This design comes from an exercise in tuning for small area, a short achievable clock period and few clock cycles per item on the open sky130 flow, not from production work. Function was checked by simulation only, so behaviour that the tests miss may differ from the original.

==> flow/design.v <==
`timescale 1ns / 1ps
`default_nettype none
package p80enc_pkg;
  localparam int unsigned BLK_W  = 64;
  localparam int unsigned KEY_W  = 80;
  localparam int unsigned CNT_W  = 5;
  localparam int unsigned ADDR_W = 4;
  localparam int unsigned DATA_W = 64;
  localparam int unsigned KLO_W  = 16;
  localparam logic REG_KEY_HIGH = 1'b0;
  localparam logic REG_KEY_LOW  = 1'b1;
  typedef logic [3:0] nib_t;
  typedef struct packed {
    logic [BLK_W-1:0] state;
    logic [KEY_W-1:0] key;
  } blk_t;
  function automatic nib_t SBOX(input nib_t x);
    logic a0, a1, a2, a3, t1, t2, t3, t4, u1, u2, y0, y1, y2, y3;
    a0 = x[3]; a1 = x[2]; a2 = x[1]; a3 = x[0];
    t1 = a2 ^ a1;
    t2 = a1 & t1;
    t3 = a0 ^ t2;
    y3 = a3 ^ t3;
    t2 = t1 & t3;
    u1 = t1 ^ y3;
    t2 = t2 ^ a1;
    t4 = a3 | t2;
    y2 = u1 ^ t4;
    u2 = t2 ^ ~a3;
    y0 = y2 ^ u2;
    u2 = u2 | u1;
    y1 = t3 ^ u2;
    SBOX = {y0, y1, y2, y3};
  endfunction
  function automatic logic [BLK_W-1:0] sub_layer(input logic [BLK_W-1:0] s);
    logic [BLK_W-1:0] r;
    r = '0;
    for (int n = 0; n < 16; n++) begin
      r[4*n +: 4] = SBOX(s[4*n +: 4]);
    end
    sub_layer = r;
  endfunction
  function automatic logic [BLK_W-1:0] perm_layer(input logic [BLK_W-1:0] s);
    logic [BLK_W-1:0] r;
    r = '0;
    for (int i = 0; i < 63; i++) begin
      r[(16 * i) % 63] = s[i];
    end
    r[63] = s[63];
    perm_layer = r;
  endfunction
  function automatic logic [KEY_W-1:0] round_key_step(input logic [KEY_W-1:0] k,
                                                     input logic [CNT_W-1:0] cnt);
    logic [KEY_W-1:0] r;
    r = {k[18:0], k[79:19]};
    r[79:76] = SBOX(r[79:76]);
    r[19:15] = r[19:15] ^ cnt;
    round_key_step = r;
  endfunction
endpackage
`default_nettype wire
`timescale 1ns / 1ps
`default_nettype none
module p80enc_round (
  input  wire logic [p80enc_pkg::BLK_W-1:0] s_in,
  input  wire logic [p80enc_pkg::BLK_W-1:0] rk,
  output logic      [p80enc_pkg::BLK_W-1:0] s_out
);
  assign s_out = p80enc_pkg::perm_layer(p80enc_pkg::sub_layer(s_in)) ^ rk;
endmodule
`default_nettype wire
`timescale 1ns / 1ps
`default_nettype none
module present80_encrypt_core (
  input  wire logic                           clk,
  input  wire logic                           rst_n,
  input  wire logic                           in_valid,
  output logic                                in_ready,
  input  wire logic [p80enc_pkg::BLK_W-1:0]   in_plaintext,
  output logic                                out_valid,
  input  wire logic                           out_ready,
  output logic      [p80enc_pkg::BLK_W-1:0]   out_ciphertext,
  input  wire logic                           cfg_psel,
  input  wire logic                           cfg_penable,
  input  wire logic                           cfg_pwrite,
  input  wire logic [p80enc_pkg::ADDR_W-1:0]  cfg_paddr,
  input  wire logic [p80enc_pkg::DATA_W-1:0]  cfg_pwdata,
  output logic      [p80enc_pkg::DATA_W-1:0]  cfg_prdata,
  output logic                                cfg_pready
);
  localparam int unsigned NSTG = 31;    
  localparam int unsigned BW   = p80enc_pkg::BLK_W;
  localparam int unsigned KW   = p80enc_pkg::KEY_W;
  logic [BW-1:0]                key_high_r;
  logic [p80enc_pkg::KLO_W-1:0] key_low_r;
  logic                         cfg_wr;
  logic                         reg_sel;
  assign cfg_pready = 1'b1;
  assign reg_sel    = cfg_paddr[3];
  assign cfg_wr     = cfg_psel && cfg_penable && cfg_pwrite;
  logic [BW-1:0]                rd_high_n;
  logic [p80enc_pkg::KLO_W-1:0] rd_low_n;
  always_ff @(posedge clk) begin
    if (!rst_n) begin
      key_high_r <= '0;
      key_low_r  <= '0;
      rd_high_n  <= '1;
      rd_low_n   <= '1;
    end else if (cfg_wr) begin
      if (reg_sel == p80enc_pkg::REG_KEY_HIGH) begin
        key_high_r <= cfg_pwdata;
        rd_high_n  <= ~cfg_pwdata;
      end else begin
        key_low_r  <= cfg_pwdata[p80enc_pkg::KLO_W-1:0];
        rd_low_n   <= ~cfg_pwdata[p80enc_pkg::KLO_W-1:0];
      end
    end
  end
  assign cfg_prdata = (reg_sel == p80enc_pkg::REG_KEY_HIGH)
                      ? ~rd_high_n
                      : {{(p80enc_pkg::DATA_W-p80enc_pkg::KLO_W){1'b0}}, ~rd_low_n};
  logic [32:1][KW-1:0] ks;
  logic [31:1][3:0]    nib_c;    
  logic [31:1][3:0]    nib_r;
  logic [31:1][KW-1:0] rot;
  logic [KW-1:0]       ks2_c;
  assign ks[1] = {key_high_r, key_low_r};
  for (genvar r = 1; r <= 31; r++) begin : g_ks
    assign rot[r]   = {ks[r][18:0], ks[r][79:19]};
    assign nib_c[r] = p80enc_pkg::SBOX(rot[r][79:76]);
    always_ff @(posedge clk) nib_r[r] <= nib_c[r];
    assign ks[r+1] = {nib_r[r], rot[r][75:20], rot[r][19:15] ^ 5'(r), rot[r][14:0]};
  end
  assign ks2_c = {nib_c[1], rot[1][75:20], rot[1][19:15] ^ 5'(1), rot[1][14:0]};
  logic                   en;
  logic [NSTG:1]          vld;
  logic [NSTG:1][BW-1:0]  stg;      
  logic [NSTG-1:0][BW-1:0] s_nxt;   
  logic last_free;
  assign en       = !vld[NSTG] || out_ready;
  assign in_ready = last_free || out_ready;
  p80enc_round u_r1 (.s_in(in_plaintext ^ ks[1][79:16]), .rk(ks2_c[79:16]), .s_out(s_nxt[0]));
  for (genvar i = 1; i < NSTG; i++) begin : g_stg
    p80enc_round u_r (.s_in(stg[i]), .rk(ks[i+2][79:16]), .s_out(s_nxt[i]));
  end
  always_ff @(posedge clk) begin
    if (!rst_n) begin
      vld       <= '0;
      last_free <= 1'b1;
    end else if (en) begin
      vld       <= {vld[NSTG-1:1], in_valid};
      last_free <= !vld[NSTG-1];
    end
  end
  always_ff @(posedge clk) begin
    if (en && in_valid) stg[1] <= s_nxt[0];
    for (int i = 2; i <= NSTG; i++) begin
      if (en && vld[i-1]) stg[i] <= s_nxt[i-1];
    end
  end
  assign out_valid      = vld[NSTG];
  assign out_ciphertext = stg[NSTG];
endmodule
`default_nettype wire
clock: 4.0 ns
lec_check: 0
cap_margin: 20
core_margin: 2
core_utilization: 45
cts_cluster_diameter: 100
cts_cluster_size: 25
place_density: 0.6
setup_slack_margin: 1.7
slew_margin: 20
standard.sh (not shown) runs the stock make flow with config.mk's settings and CLKGATE_MAP_FILE= SYNTH_SCRIPT=/design/flow/synth_recipe.tcl, a recipe that flattens the netlist after the stock synthesis.
==> flow/flow/run.sh <==
#!/bin/bash
# Layout flow: the standard layout (standard.sh) with two changes.
# 1. Synthesis maps with an area-oriented ABC script (flow/abc_area4.script)
#    and skips Yosys's adder extraction; all other synthesis passes, the
#    register mapping, flattening and renaming are the standard script's.
# 2. Port buffering uses sky130_fd_sc_hd__buf_4 (every input and output port
#    still gets its own buffer), instead of the delay-cell buffer the standard
#    flow picks.
# Each tool's full output goes to a log file in the work folder.
set -euo pipefail
W=$(pwd)
F=$W/flow
S=$FLOW_HOME/scripts/synth.tcl
# Synthesis script: synth_recipe.tcl with ORFS's synth.tcl inlined and edited.
{
  head -n 1 "$W/synth_recipe.tcl"
  sed -e "s|log_cmd abc {\*}\$abc_args|log_cmd abc {*}[lreplace \$abc_args 1 1 $F/abc_area4.script]|" \
      -e 's|^  extract_fa {\*}|  # extract_fa {*}|' "$S"
  tail -n +3 "$W/synth_recipe.tcl"
} > "$W/own_synth.tcl"
grep -q "abc_area4.script" "$W/own_synth.tcl"
grep -q "# extract_fa" "$W/own_synth.tcl"
bash "$W/standard.sh" SYNTH_SCRIPT="$W/own_synth.tcl" synth > "$W/synth.log" 2>&1
bash "$W/standard.sh" "BUFFER_PORTS_ARGS=-buffer_cell sky130_fd_sc_hd__buf_4" ${STAGE:-finish} > "$W/layout.log" 2>&1
==> flow/flow/abc_area4.script <==
strash
ifraig
scorr
dc2
strash
&get -n
&dch -f
&nf -a
&put
mfs2 -a
strash
&get -n
&dch -f
&nf -a
&put
topo
stime -c
Testbench counts at the start, summed over its fixed seeds: cycles 2,312, items 2,048.
Change:
SETUP_SLACK_MARGIN = 1.9   (was 1.7)
Setup slack got worse by 15 ps.
Die area does not change.
Hold slack improved by 24 ps.
Via count came out higher slightly.
Change:
CAP_MARGIN = 10   (was 20)
SETUP_SLACK_MARGIN = 1.7   (was 1.9)
SLEW_MARGIN = 10   (was 20)
Synthesized area does not change.
Worst setup slack gets better by 9.8 ps.
Sequential cell count stays the same.
Die area is unchanged.
Count of clock-buffer cells in the layout is lower by 4.
Clock skew is higher by 6.8 ps.
Worst hold slack gets worse by 11 ps.
Global-route usage is lower by 0.53 points.
Synthesized cell count is unchanged.
Fmax is higher slightly.

## run K
Another version of the RTL of present80_encrypt_core (not shown whole).
Size in the first run: about 13,000 cells after synthesis, ~2,300 flip-flops, roughly 270 I/O pins.
==> flow/config.mk <==
export PLATFORM = sky130hd
export DESIGN_NAME = present80_encrypt_core
export DESIGN_NICKNAME = present80_encrypt_core
export VERILOG_FILES = /design/flow/design.v
export SDC_FILE = /design/flow/constraint.sdc
export NUM_CORES = 4
export LEC_CHECK = 0
export CAP_MARGIN = 20
export CORE_MARGIN = 2
export CORE_UTILIZATION = 45
export CTS_CLUSTER_DIAMETER = 70
export CTS_CLUSTER_SIZE = 30
export PLACE_DENSITY = 0.6
export SETUP_SLACK_MARGIN = 1.7
export SLEW_MARGIN = 20
==> flow/constraint.sdc <==
create_clock -name core_clock -period 4.0 [get_ports {clk}]
set_input_delay 0.8000 -clock core_clock [delete_from_list [all_inputs] [get_ports {clk}]]
set_output_delay 0.8000 -clock core_clock [all_outputs]
set_load 0.01 [all_outputs]
==> flow/flow/run.sh <==
#!/bin/bash
# Layout flow: the standard layout, with one change to synthesis: the
# technology mapping uses an area-oriented ABC script (flow/abc_area4.script)
# and skips Yosys's adder extraction. Everything else (the synthesis passes,
# register mapping, flattening and renaming, and all layout steps) is the
# standard flow's.
set -euo pipefail
W=$(pwd)
F=$W/flow
S=$FLOW_HOME/scripts/synth.tcl
# Synthesis script: synth_recipe.tcl with ORFS's synth.tcl inlined and edited.
{
  head -n 1 "$W/synth_recipe.tcl"
  sed -e "s|log_cmd abc {\*}\$abc_args|log_cmd abc {*}[lreplace \$abc_args 1 1 $F/abc_area4.script]|" \
      -e 's|^  extract_fa {\*}|  # extract_fa {*}|' "$S"
  tail -n +3 "$W/synth_recipe.tcl"
} > "$W/own_synth.tcl"
grep -q "abc_area4.script" "$W/own_synth.tcl"
grep -q "# extract_fa" "$W/own_synth.tcl"
bash "$W/standard.sh" SYNTH_SCRIPT="$W/own_synth.tcl" synth > "$W/synth.log" 2>&1
bash "$W/standard.sh" > "$W/layout.log" 2>&1
Scripts as last shown in full above: flow/flow/abc_area4.script
Testbench counts of run K, summed over its fixed seeds: cycles 2,312, items 2,048.
diff inputs: run K => run D
==> flow/run.sh (new file) <==
#!/bin/bash
# synth_recipe.tcl (not shown) runs the flow's synth.tcl, then flattens the netlist and writes it again
# the make line also repeats each setting of config.mk as NAME=value (left out here)
make -C /OpenROAD-flow-scripts/flow DESIGN_CONFIG=/design/flow/config.mk WORK_HOME=/design/flow/orfs CLKGATE_MAP_FILE= SYNTH_SCRIPT=/design/flow/synth_recipe.tcl finish
removed: flow/flow/run.sh
removed: flow/flow/abc_area4.script
removed: flow/standard.sh
### Flow results
Run D against run K: highest fanout seen on the critical path went up by 128; filler cell count up 1,553. Timing endpoint of the critical path = stg[166]: run D; timing endpoint of the critical path = in_ready: run K. Run D ends up with higher combined area of the multi-input logic cells than run K does. Compare run K and run D | layout net count lower: run D. Diff run K -> run D: last weighted congestion value of the routability-driven placer now sits lower, area of all placed cells without fillers shows an increase of 0.013 mm^2. Diff run K -> run D: routed wire length moved up; final critical-path required period moved up; maximum frequency moved down.

[afterwards: timing with drivers on the ports]
The flow's constraints put no driver on any port. The routed layouts listed below were extracted and timed again, unchanged, in two steps. Step 1: set_driving_cell puts a clkbuf_16 on clk and a buf_2 on each other input, an assumption about the parent block. Step 2 also shifts input and output timing later by t, the mid clock arrival at the registers, as if the neighbouring blocks saw the same clock. Slacks: ideal / step 1 / step 2; pairs: ideal / step 1.
run | t, ns | setup slack, ns | worst hold slack (ns) | worst setup path after step 2 | cell pins on the clock port's net
the first run of note 1 | 0.943 | 1.652 / 1.505 / 1.101 | 0.227 / 0.145 / 0.455 | input to register | 1
the second run of note 1 | 0.943 | 1.637 / 1.527 / 1.236 | 0.251 / 0.165 / 0.457 | input to register | 1
the third run of note 1 | 0.939 | 1.647 / 1.482 / 1.072 | 0.240 / 0.156 / 0.458 | input to register | 1
run K | 1.017 | 1.455 / 1.343 / 0.592 | 0.450 / 0.379 / 0.450 | input to register | 1
run D | 1.017 | 1.283 / 1.223 / 0.359 | 0.461 / 0.410 / 0.461 | input to register | 1
After both steps every run listed still meets setup and hold. The setup slack of run D, which loses most, moves by -0.060 ns with the drivers and by -0.924 ns with both steps.
